This design comes from an exercise in tuning for small area, a short achievable clock period and few clock cycles per item on the open sky130 flow, not from production work.
At most, simulation tests tie the RTL to the original design; equivalence was not proved.
Power figures rest on the tool's default switching activity, not on a simulated workload.

==> 03-04: inputs <==
==> flow/design.v <==
`default_nettype none
package dfas_pkg;
  function automatic logic [3:0] clamp_digit(input logic [3:0] d);
    clamp_digit = (d[3] && (d[2] || d[1])) ? 4'd9 : d;
  endfunction
  function automatic logic [3:0] nines(input logic [3:0] d);
    nines = {!(d[3] || d[2] || d[1]), d[2] ^ d[1], d[1], !d[0]};
  endfunction
  function automatic logic [11:0] sub12(input logic [11:0] a, input logic [11:0] b);
    logic [11:0] g, p, gn, pn, c;
    g = a & ~b;
    p = ~(a ^ b);
    for (int k = 0; k < 4; k++) begin
      for (int i = 0; i < 12; i++) begin
        if (i >= (1 << k)) begin
          gn[i] = g[i] | (p[i] & g[i - (1 << k)]);
          pn[i] = p[i] & p[i - (1 << k)];
        end else begin
          gn[i] = g[i];
          pn[i] = p[i];
        end
      end
      g = gn;
      p = pn;
    end
    c[0] = 1'b1;
    for (int i = 1; i < 12; i++) c[i] = g[i-1] | p[i-1];
    sub12 = ~(a ^ b) ^ c;
  endfunction
endpackage
`default_nettype wire
`default_nettype none
module dfas_prep (
  input  wire logic [63:0] a_digits,
  input  wire logic [63:0] b_digits,
  input  wire logic [10:0] a_exponent,
  input  wire logic [10:0] b_exponent,
  output logic [63:0]      da,          
  output logic [63:0]      db,
  output logic             za,          
  output logic             zb,
  output logic             gt_hi,       
  output logic             eq_hi,       
  output logic             ge_lo,       
  output logic [3:0]       sh_ab,       
  output logic [3:0]       sh_ba        
);
  always_comb begin
    for (int i = 0; i < 16; i++) begin
      da[4*i +: 4] = dfas_pkg::clamp_digit(a_digits[4*i +: 4]);
      db[4*i +: 4] = dfas_pkg::clamp_digit(b_digits[4*i +: 4]);
    end
    za     = (a_digits == '0);
    zb     = (b_digits == '0);
    gt_hi  = $signed(a_exponent[10:4]) > $signed(b_exponent[10:4]);
    eq_hi  = (a_exponent[10:4] == b_exponent[10:4]);
    ge_lo  = (a_exponent[3:0] >= b_exponent[3:0]);
    sh_ab  = 4'(a_exponent[3:0] - b_exponent[3:0]);
    sh_ba  = 4'(b_exponent[3:0] - a_exponent[3:0]);
  end
endmodule
module dfas_align (
  input  wire logic [63:0] da,
  input  wire logic [63:0] db,
  input  wire logic        za,
  input  wire logic        zb,
  input  wire logic        gt_hi,
  input  wire logic        eq_hi,
  input  wire logic        ge_lo,
  input  wire logic [3:0]  sh_ab,
  input  wire logic [3:0]  sh_ba,
  input  wire logic [10:0] a_exponent,
  input  wire logic [10:0] b_exponent,
  input  wire logic        a_sign,
  input  wire logic        b_sign,      
  output logic [79:0]      t,           
  output logic [10:0]      e,           
  output logic             sx,          
  output logic             sub          
);
  logic [63:0] x, yr, ys;
  logic        zany, a_ge_raw, a_ge, sel_a, sat;
  logic [3:0]  sh;
  logic [11:0] dab, dba;
  always_comb begin
    zany  = za || zb;
    a_ge_raw = gt_hi || (eq_hi && ge_lo);
    a_ge  = zany || a_ge_raw;
    sel_a = zb || (!za && a_ge_raw);
    sh    = zany ? 4'd0 : (a_ge_raw ? sh_ab : sh_ba);
    dab   = dfas_pkg::sub12({a_exponent[10], a_exponent}, {b_exponent[10], b_exponent});
    dba   = dfas_pkg::sub12({b_exponent[10], b_exponent}, {a_exponent[10], a_exponent});
    sat   = !zany && (a_ge_raw ? (dab[11:4] != '0) : (dba[11:4] != '0));
    sub   = a_sign ^ b_sign;
    x     = a_ge ? da : db;
    yr    = a_ge ? db : da;
    ys    = yr >> {sh, 2'b00};
    for (int i = 0; i < 16; i++) begin
      logic [3:0] d, ye;
      d  = sat ? 4'd0 : ys[4*i +: 4];
      ye = sub ? dfas_pkg::nines(d) : d;
      t[5*i +: 5] = {1'b0, x[4*i +: 4]} + {1'b0, ye};
    end
    e  = sel_a ? a_exponent : b_exponent;
    sx = a_ge ? a_sign : b_sign;
  end
endmodule
`default_nettype wire
`default_nettype none
module dfas_addsub (
  input  wire logic [79:0] t,       
  input  wire logic [10:0] e,
  input  wire logic        sx,
  input  wire logic        sub,
  output logic [63:0]      m,       
  output logic [10:0]      em,      
  output logic             ovf,     
  output logic             sign
);
  logic [15:0]      g, p;
  logic [15:0][3:0] s0, s1;
  logic [4:0][15:0] gg, pp;
  logic [16:0][3:0] d;         
  logic             gall, cin, neg, cdig;
  always_comb begin
    for (int i = 0; i < 16; i++) begin
      logic [4:0] u;
      u     = t[5*i +: 5];
      g[i]  = u[4] || (u[3] && (u[2] || u[1]));
      p[i]  = (u == 5'd9);
      s0[i] = g[i] ? 4'(u[3:0] + 4'd6) : u[3:0];
      s1[i] = p[i] ? 4'd0 : 4'(s0[i] + 4'd1);
    end
    gg[0] = g;
    pp[0] = p;
    for (int k = 1; k < 5; k++) begin
      for (int i = 0; i < 16; i++) begin
        if (i >= (1 << (k - 1))) begin
          gg[k][i] = gg[k-1][i] | (pp[k-1][i] & gg[k-1][i - (1 << (k - 1))]);
          pp[k][i] = pp[k-1][i] & pp[k-1][i - (1 << (k - 1))];
        end else begin
          gg[k][i] = gg[k-1][i];
          pp[k][i] = pp[k-1][i];
        end
      end
    end
    gall = gg[4][15];
    cin  = sub && gall;     
    neg  = sub && !gall;    
    cdig = !sub && gall;    
    for (int i = 0; i < 16; i++) begin
      logic c;
      c = (i == 0) ? cin : (gg[4][i-1] || (pp[4][i-1] && cin));
      d[i] = c ? s1[i] : s0[i];
    end
    d[16] = 4'd1;
    for (int i = 0; i < 16; i++)
      m[4*i +: 4] = cdig ? d[i+1] : neg ? dfas_pkg::nines(d[i]) : d[i];
    em   = cdig ? 11'(e + 11'd1) : e;
    ovf  = cdig && (e == 11'h3FF);
    sign = sx ^ neg;
  end
endmodule
`default_nettype wire
`default_nettype none
module dfas_norm (
  input  wire logic [63:0] m,
  input  wire logic [10:0] em,
  input  wire logic        ovf,
  input  wire logic        sign,
  output logic             res_sign,
  output logic [10:0]      res_exp,
  output logic [63:0]      res_digits,
  output logic             res_oor
);
  logic [15:0] nz;
  logic [7:0]  v2;
  logic [3:0]  v4;
  logic [1:0]  v8;
  logic [7:0]  l2;
  logic [7:0]  l4;        
  logic [5:0]  l8;        
  logic [3:0]  lz;
  logic        zero, borrow, ulow;
  logic [63:0] m1, m2, m3;
  logic [4:0]  lo;
  logic [15:0][4:0] lo_k;
  logic [6:0]  hi, hi_m1;
  logic [10:0] ue;
  always_comb begin
    for (int i = 0; i < 16; i++) nz[i] = (m[4*i +: 4] != 4'd0);
    for (int j = 0; j < 8; j++) begin
      v2[j] = nz[2*j+1] | nz[2*j];
      l2[j] = !nz[2*j+1];
    end
    for (int j = 0; j < 4; j++) begin
      v4[j] = v2[2*j+1] | v2[2*j];
      l4[2*j +: 2] = v2[2*j+1] ? {1'b0, l2[2*j+1]} : {1'b1, l2[2*j]};
    end
    for (int j = 0; j < 2; j++) begin
      v8[j] = v4[2*j+1] | v4[2*j];
      l8[3*j +: 3] = v4[2*j+1] ? {1'b0, l4[4*j+2 +: 2]} : {1'b1, l4[4*j +: 2]};
    end
    zero = !(v8[1] | v8[0]);
    lz   = v8[1] ? {1'b0, l8[5:3]} : {1'b1, l8[2:0]};
    m1 = lz[3] ? {m[31:0], 32'd0} : m;
    m2 = lz[2] ? {m1[47:0], 16'd0} : m1;
    m3 = lz[1] ? {m2[55:0], 8'd0} : m2;
    res_digits = lz[0] ? {m3[59:0], 4'd0} : m3;
    for (int k = 0; k < 16; k++) lo_k[k] = {1'b0, em[3:0]} - 5'(k);
    lo     = lo_k[lz];
    borrow = lo[4];
    hi_m1  = em[10:4] - 7'd1;
    hi     = borrow ? hi_m1 : em[10:4];
    ue     = {!em[10], em[9:0]};
    ulow  = (ue[10:4] == '0);
    res_sign = zero ? 1'b0 : sign;
    res_exp  = zero ? 11'd0 : {hi, lo[3:0]};
    res_oor  = !zero && (ovf || (ulow && borrow));
  end
endmodule
`default_nettype wire
`default_nettype none
module decimal_float_add_subtract (
  input  wire logic               clk,
  input  wire logic               rst,
  input  wire logic               in_valid,
  output logic                    in_ready,
  input  wire logic               command,
  input  wire logic               a_sign,
  input  wire logic signed [10:0] a_exponent,
  input  wire logic [63:0]        a_digits,
  input  wire logic               b_sign,
  input  wire logic signed [10:0] b_exponent,
  input  wire logic [63:0]        b_digits,
  output logic                    out_valid,
  input  wire logic               out_ready,
  output logic                    result_sign,
  output logic signed [10:0]      result_exponent,
  output logic [63:0]             result_digits,
  output logic                    exponent_out_of_range
);
  logic        adv, o_free;
  logic        rdy;    
  logic        v0, sa0, sb0, za0, zb0, gth0, eqh0, gel0;
  logic [63:0] a0, b0;
  logic [10:0] ea0, eb0;
  logic [3:0]  sab0, sba0;
  logic        v1, sx1, sub1;
  logic [79:0] t1;
  logic [10:0] e1;
  logic        v2, ovf2, s2;
  logic [63:0] m2;
  logic [10:0] e2;
  logic        kv, k_sign, k_oor;
  logic [10:0] k_exp;
  logic [63:0] k_digits;
  logic [63:0] dap, dbp, mb;
  logic        zap, zbp, gthp, eqhp, gelp;
  logic [3:0]  sabp, sbap;
  logic [79:0] ta;
  logic [10:0] ea, eb;
  logic        sxa, suba, ovfb, sb;
  logic        zs, zo;
  logic [10:0] ze;
  logic [63:0] zd;
  assign adv      = !kv;
  assign in_ready = rdy;
  assign o_free   = !out_valid || out_ready;
  dfas_prep u_prep (
    .a_digits(a_digits), .b_digits(b_digits), .a_exponent(a_exponent),
    .b_exponent(b_exponent), .da(dap), .db(dbp), .za(zap), .zb(zbp), .gt_hi(gthp), .eq_hi(eqhp), .ge_lo(gelp),
    .sh_ab(sabp), .sh_ba(sbap)
  );
  dfas_align u_align (
    .da(a0), .db(b0), .za(za0), .zb(zb0), .gt_hi(gth0), .eq_hi(eqh0), .ge_lo(gel0), .sh_ab(sab0), .sh_ba(sba0),
    .a_exponent(ea0), .b_exponent(eb0),
    .a_sign(sa0), .b_sign(sb0), .t(ta), .e(ea), .sx(sxa), .sub(suba)
  );
  dfas_addsub u_addsub (
    .t(t1), .e(e1), .sx(sx1), .sub(sub1),
    .m(mb), .em(eb), .ovf(ovfb), .sign(sb)
  );
  dfas_norm u_norm (
    .m(m2), .em(e2), .ovf(ovf2), .sign(s2),
    .res_sign(zs), .res_exp(ze), .res_digits(zd), .res_oor(zo)
  );
  always_ff @(posedge clk) begin
    if (rst) begin
      v0        <= 1'b0;
      v1        <= 1'b0;
      v2        <= 1'b0;
      kv        <= 1'b0;
      rdy       <= 1'b1;
      out_valid <= 1'b0;
    end else begin
      if (adv) begin
        v0 <= in_valid;
        v1 <= v0;
        v2 <= v1;
      end
      if (o_free) begin
        out_valid <= kv || v2;
        kv        <= 1'b0;
        rdy       <= 1'b1;
      end else if (!kv) begin
        kv  <= v2;
        rdy <= !v2;
      end
    end
  end
  always_ff @(posedge clk) begin
    if (adv) begin
      a0   <= dap;
      b0   <= dbp;
      za0  <= zap;
      zb0  <= zbp;
      gth0 <= gthp;
      eqh0 <= eqhp;
      gel0 <= gelp;
      sab0 <= sabp;
      sba0 <= sbap;
      ea0  <= a_exponent;
      eb0  <= b_exponent;
      sa0  <= a_sign;
      sb0  <= b_sign ^ command;
      t1   <= ta;
      e1   <= ea;
      sx1  <= sxa;
      sub1 <= suba;
      m2   <= mb;
      e2   <= eb;
      ovf2 <= ovfb;
      s2   <= sb;
      k_sign   <= zs;
      k_exp    <= ze;
      k_digits <= zd;
      k_oor    <= zo;
    end
    if (o_free) begin
      result_sign           <= kv ? k_sign   : zs;
      result_exponent       <= kv ? k_exp    : ze;
      result_digits         <= kv ? k_digits : zd;
      exponent_out_of_range <= kv ? k_oor    : zo;
    end
  end
endmodule
`default_nettype wire
==> flow/flow/run.sh <==
#!/bin/bash
# Own layout flow: the standard ORFS flow (standard.sh: unchanged synthesis and
# steps, the standard flow's constraint.sdc and clock period), with two changes to how the layout
# is made: the timing repair is asked to leave extra setup slack, so the layout is
# optimised for a shorter achieved period, and the port buffers are buf_1 cells (sized up by the repair where timing needs it)
# instead of the default delay-buffer cell. Every port still gets its buffer.
# make's full output is in run_standard.log; each step's tool log is in orfs/logs/.
set -euo pipefail
bash standard.sh SETUP_SLACK_MARGIN=11.6 \
  "BUFFER_PORTS_ARGS=-buffer_cell sky130_fd_sc_hd__buf_1" finish > run_standard.log 2>&1
test -f out/final.def
==> flow/standard.sh <==
#!/bin/bash
# synth_recipe.tcl (not shown) runs the flow's synth.tcl, then flattens the netlist and writes it again
# the make line also repeats each setting of config.mk as NAME=value (left out here)
make -C /OpenROAD-flow-scripts/flow DESIGN_CONFIG=/design/flow/config.mk WORK_HOME=/design/flow/orfs CLKGATE_MAP_FILE= SYNTH_SCRIPT=/design/flow/synth_recipe.tcl "${@:-finish}"
==> flow/config.mk <==
export PLATFORM = sky130hd
export DESIGN_NAME = decimal_float_add_subtract
export DESIGN_NICKNAME = decimal_float_add_subtract
export VERILOG_FILES = /design/flow/design.v
export SDC_FILE = /design/flow/constraint.sdc
export NUM_CORES = 4
export LEC_CHECK = 0
export ABC_AREA = 1
export CAP_MARGIN = 20
export CORE_MARGIN = 2
export CORE_UTILIZATION = 40
export CTS_CLUSTER_DIAMETER = 110
export CTS_CLUSTER_SIZE = 25
export SLEW_MARGIN = 20
==> flow/constraint.sdc <==
create_clock -name core_clock -period 16.0 [get_ports {clk}]
set_input_delay 3.2000 -clock core_clock [delete_from_list [all_inputs] [get_ports {clk}]]
set_output_delay 3.2000 -clock core_clock [all_outputs]
set_load 0.01 [all_outputs]
==> inputs of 01-07, as changes to 03-04 <==
--- a/flow/design.v
+++ b/flow/design.v
@@ -39,12 +39,11 @@
   output logic [63:0]      db,
   output logic             za,          
   output logic             zb,
-  output logic             gt_hi,       
-  output logic             eq_hi,       
-  output logic             ge_lo,       
+  output logic             a_ge,        
   output logic [3:0]       sh_ab,       
   output logic [3:0]       sh_ba        
 );
+  logic [11:0] dab;
   always_comb begin
     for (int i = 0; i < 16; i++) begin
       da[4*i +: 4] = dfas_pkg::clamp_digit(a_digits[4*i +: 4]);
@@ -52,9 +51,8 @@
     end
     za     = (a_digits == '0);
     zb     = (b_digits == '0);
-    gt_hi  = $signed(a_exponent[10:4]) > $signed(b_exponent[10:4]);
-    eq_hi  = (a_exponent[10:4] == b_exponent[10:4]);
-    ge_lo  = (a_exponent[3:0] >= b_exponent[3:0]);
+    dab    = dfas_pkg::sub12({a_exponent[10], a_exponent}, {b_exponent[10], b_exponent});
+    a_ge   = !dab[11];
     sh_ab  = 4'(a_exponent[3:0] - b_exponent[3:0]);
     sh_ba  = 4'(b_exponent[3:0] - a_exponent[3:0]);
   end
@@ -64,9 +62,7 @@
   input  wire logic [63:0] db,
   input  wire logic        za,
   input  wire logic        zb,
-  input  wire logic        gt_hi,
-  input  wire logic        eq_hi,
-  input  wire logic        ge_lo,
+  input  wire logic        a_ge_raw,
   input  wire logic [3:0]  sh_ab,
   input  wire logic [3:0]  sh_ba,
   input  wire logic [10:0] a_exponent,
@@ -79,12 +75,11 @@
   output logic             sub          
 );
   logic [63:0] x, yr, ys;
-  logic        zany, a_ge_raw, a_ge, sel_a, sat;
+  logic        zany, a_ge, sel_a, sat;
   logic [3:0]  sh;
   logic [11:0] dab, dba;
   always_comb begin
     zany  = za || zb;
-    a_ge_raw = gt_hi || (eq_hi && ge_lo);
     a_ge  = zany || a_ge_raw;
     sel_a = zb || (!za && a_ge_raw);
     sh    = zany ? 4'd0 : (a_ge_raw ? sh_ab : sh_ba);
@@ -242,7 +237,7 @@
 );
   logic        adv, o_free;
   logic        rdy;    
-  logic        v0, sa0, sb0, za0, zb0, gth0, eqh0, gel0;
+  logic        v0, sa0, sb0, za0, zb0, ge0;
   logic [63:0] a0, b0;
   logic [10:0] ea0, eb0;
   logic [3:0]  sab0, sba0;
@@ -256,7 +251,7 @@
   logic [10:0] k_exp;
   logic [63:0] k_digits;
   logic [63:0] dap, dbp, mb;
-  logic        zap, zbp, gthp, eqhp, gelp;
+  logic        zap, zbp, gep;
   logic [3:0]  sabp, sbap;
   logic [79:0] ta;
   logic [10:0] ea, eb;
@@ -269,11 +264,11 @@
   assign o_free   = !out_valid || out_ready;
   dfas_prep u_prep (
     .a_digits(a_digits), .b_digits(b_digits), .a_exponent(a_exponent),
-    .b_exponent(b_exponent), .da(dap), .db(dbp), .za(zap), .zb(zbp), .gt_hi(gthp), .eq_hi(eqhp), .ge_lo(gelp),
+    .b_exponent(b_exponent), .da(dap), .db(dbp), .za(zap), .zb(zbp), .a_ge(gep),
     .sh_ab(sabp), .sh_ba(sbap)
   );
   dfas_align u_align (
-    .da(a0), .db(b0), .za(za0), .zb(zb0), .gt_hi(gth0), .eq_hi(eqh0), .ge_lo(gel0), .sh_ab(sab0), .sh_ba(sba0),
+    .da(a0), .db(b0), .za(za0), .zb(zb0), .a_ge_raw(ge0), .sh_ab(sab0), .sh_ba(sba0),
     .a_exponent(ea0), .b_exponent(eb0),
     .a_sign(sa0), .b_sign(sb0), .t(ta), .e(ea), .sx(sxa), .sub(suba)
   );
@@ -315,9 +310,7 @@
       b0   <= dbp;
       za0  <= zap;
       zb0  <= zbp;
-      gth0 <= gthp;
-      eqh0 <= eqhp;
-      gel0 <= gelp;
+      ge0  <= gep;
       sab0 <= sabp;
       sba0 <= sbap;
       ea0  <= a_exponent;
--- a/flow/flow/run.sh
+++ b/flow/flow/run.sh
@@ -6,6 +6,6 @@
 # instead of the default delay-buffer cell. Every port still gets its buffer.
 # make's full output is in run_standard.log; each step's tool log is in orfs/logs/.
 set -euo pipefail
-bash standard.sh SETUP_SLACK_MARGIN=11.6 \
+bash standard.sh SETUP_SLACK_MARGIN=11.75 \
   "BUFFER_PORTS_ARGS=-buffer_cell sky130_fd_sc_hd__buf_1" finish > run_standard.log 2>&1
 test -f out/final.def
Settings changed: CTS_CLUSTER_DIAMETER 110 to 100, CTS_CLUSTER_SIZE 25 to 20.
==> inputs of 10-22, as changes to 03-04 <==
--- a/flow/design.v
+++ b/flow/design.v
@@ -39,12 +39,11 @@
   output logic [63:0]      db,
   output logic             za,          
   output logic             zb,
-  output logic             gt_hi,       
-  output logic             eq_hi,       
-  output logic             ge_lo,       
+  output logic             a_ge,        
   output logic [3:0]       sh_ab,       
   output logic [3:0]       sh_ba        
 );
+  logic [11:0] dab;
   always_comb begin
     for (int i = 0; i < 16; i++) begin
       da[4*i +: 4] = dfas_pkg::clamp_digit(a_digits[4*i +: 4]);
@@ -52,9 +51,8 @@
     end
     za     = (a_digits == '0);
     zb     = (b_digits == '0);
-    gt_hi  = $signed(a_exponent[10:4]) > $signed(b_exponent[10:4]);
-    eq_hi  = (a_exponent[10:4] == b_exponent[10:4]);
-    ge_lo  = (a_exponent[3:0] >= b_exponent[3:0]);
+    dab    = dfas_pkg::sub12({a_exponent[10], a_exponent}, {b_exponent[10], b_exponent});
+    a_ge   = !dab[11];
     sh_ab  = 4'(a_exponent[3:0] - b_exponent[3:0]);
     sh_ba  = 4'(b_exponent[3:0] - a_exponent[3:0]);
   end
@@ -64,9 +62,7 @@
   input  wire logic [63:0] db,
   input  wire logic        za,
   input  wire logic        zb,
-  input  wire logic        gt_hi,
-  input  wire logic        eq_hi,
-  input  wire logic        ge_lo,
+  input  wire logic        a_ge_raw,
   input  wire logic [3:0]  sh_ab,
   input  wire logic [3:0]  sh_ba,
   input  wire logic [10:0] a_exponent,
@@ -79,12 +75,11 @@
   output logic             sub          
 );
   logic [63:0] x, yr, ys;
-  logic        zany, a_ge_raw, a_ge, sel_a, sat;
+  logic        zany, a_ge, sel_a, sat;
   logic [3:0]  sh;
   logic [11:0] dab, dba;
   always_comb begin
     zany  = za || zb;
-    a_ge_raw = gt_hi || (eq_hi && ge_lo);
     a_ge  = zany || a_ge_raw;
     sel_a = zb || (!za && a_ge_raw);
     sh    = zany ? 4'd0 : (a_ge_raw ? sh_ab : sh_ba);
@@ -242,7 +237,7 @@
 );
   logic        adv, o_free;
   logic        rdy;    
-  logic        v0, sa0, sb0, za0, zb0, gth0, eqh0, gel0;
+  logic        v0, sa0, sb0, za0, zb0, ge0;
   logic [63:0] a0, b0;
   logic [10:0] ea0, eb0;
   logic [3:0]  sab0, sba0;
@@ -256,7 +251,7 @@
   logic [10:0] k_exp;
   logic [63:0] k_digits;
   logic [63:0] dap, dbp, mb;
-  logic        zap, zbp, gthp, eqhp, gelp;
+  logic        zap, zbp, gep;
   logic [3:0]  sabp, sbap;
   logic [79:0] ta;
   logic [10:0] ea, eb;
@@ -269,11 +264,11 @@
   assign o_free   = !out_valid || out_ready;
   dfas_prep u_prep (
     .a_digits(a_digits), .b_digits(b_digits), .a_exponent(a_exponent),
-    .b_exponent(b_exponent), .da(dap), .db(dbp), .za(zap), .zb(zbp), .gt_hi(gthp), .eq_hi(eqhp), .ge_lo(gelp),
+    .b_exponent(b_exponent), .da(dap), .db(dbp), .za(zap), .zb(zbp), .a_ge(gep),
     .sh_ab(sabp), .sh_ba(sbap)
   );
   dfas_align u_align (
-    .da(a0), .db(b0), .za(za0), .zb(zb0), .gt_hi(gth0), .eq_hi(eqh0), .ge_lo(gel0), .sh_ab(sab0), .sh_ba(sba0),
+    .da(a0), .db(b0), .za(za0), .zb(zb0), .a_ge_raw(ge0), .sh_ab(sab0), .sh_ba(sba0),
     .a_exponent(ea0), .b_exponent(eb0),
     .a_sign(sa0), .b_sign(sb0), .t(ta), .e(ea), .sx(sxa), .sub(suba)
   );
@@ -315,9 +310,7 @@
       b0   <= dbp;
       za0  <= zap;
       zb0  <= zbp;
-      gth0 <= gthp;
-      eqh0 <= eqhp;
-      gel0 <= gelp;
+      ge0  <= gep;
       sab0 <= sabp;
       sba0 <= sbap;
       ea0  <= a_exponent;
Settings changed: CTS_CLUSTER_DIAMETER 110 to 120, CTS_CLUSTER_SIZE 25 to 30.
==> out/metrics.cfg <==
[pwr]
seqPwrFrac_pct = 38.0

[placement]
place_inst = 5339
gp_congestion = 0.945

[yosys]
synth_edf_count = 409
synth_top_area_share_pct = 37.1

[finish]
nFlopsAndLatches = 492

[route]
vias = 27680

[status]
status = no timing/DRC/antenna violations

[timing]
whs_ns = 0.452

[global_route]
grt_pass1_vias = 25585

(the above is from 01-07)
==> out/metrics.cfg <==
[placement]
portBuffers = 235
gp_congestion = 0.945
place_inst = 5339

[status]
status = no timing/DRC/antenna violations

[timing]
finalMaxSlewViolations = 0
min_period_ns = 4.36
whs_ns = 0.456

[pwr]
power-top-group = combinational cells

[finish]
nFlopsAndLatches = 492

[global_route]
overflow = 0
grt_pass1_vias = 25402

[critical_path]
r2r_cells = 19
path_class = reg -> out

[yosys]
synth_top_area_share_pct = 37.1

[route]
vias = 27445

(the above is from 10-22)
==> out/metrics.cfg <==
[finish]
nFlopsAndLatches = 494

[status]
status = no timing/DRC/antenna violations

[pwr]
seqPwrFrac_pct = 38.0

[route]
vias = 28468

[yosys]
synth_top_area_share_pct = 36.4
synth_edf_count = 411

[global_route]
grt_pass1_vias = 26215

[timing]
whs_ns = 0.457

(the above is from 03-04)
Testbench counts of 01-07, summed over its fixed seeds: cycles 16,032, items 16,000.
Testbench counts of 10-22, summed over its fixed seeds: cycles 16,032, items 16,000.
Only the layout flow was run in 03-04; the RTL was not checked for function there.

static timing again, ports no longer ideal:
Ports are ideal in the flow. The routed layouts listed here were re-timed in OpenROAD. Step 1 assumes that a clkbuf_16 drives the clock port and a buf_2 every other input. Step 2, shift: input delay + t, output delay - t, t = (earliest + latest rising clock arrival at the registers) / 2. This alone moves slack from input paths to output paths. a / b / c = ideal ports / drivers / drivers and shift; a / b = the first two.
run | t (ns) | slack for setup (ns) | worst hold slack (ns) | worst setup path at the end
03-04 | 0.659 | 11.620 / 11.556 / 11.248 | 0.457 / 0.457 / 0.457 | input to register
01-07 | 0.679 | 11.604 / 11.539 / 11.036 | 0.452 / 0.452 / 0.452 | input to register
10-22 | 0.643 | 11.638 / 11.571 / 11.011 | 0.456 / 0.456 / 0.456 | input to register
After both steps every run listed still meets setup and hold. The setup slack of 10-22, which loses most, moves by -0.067 ns with the drivers and by -0.627 ns with both steps.
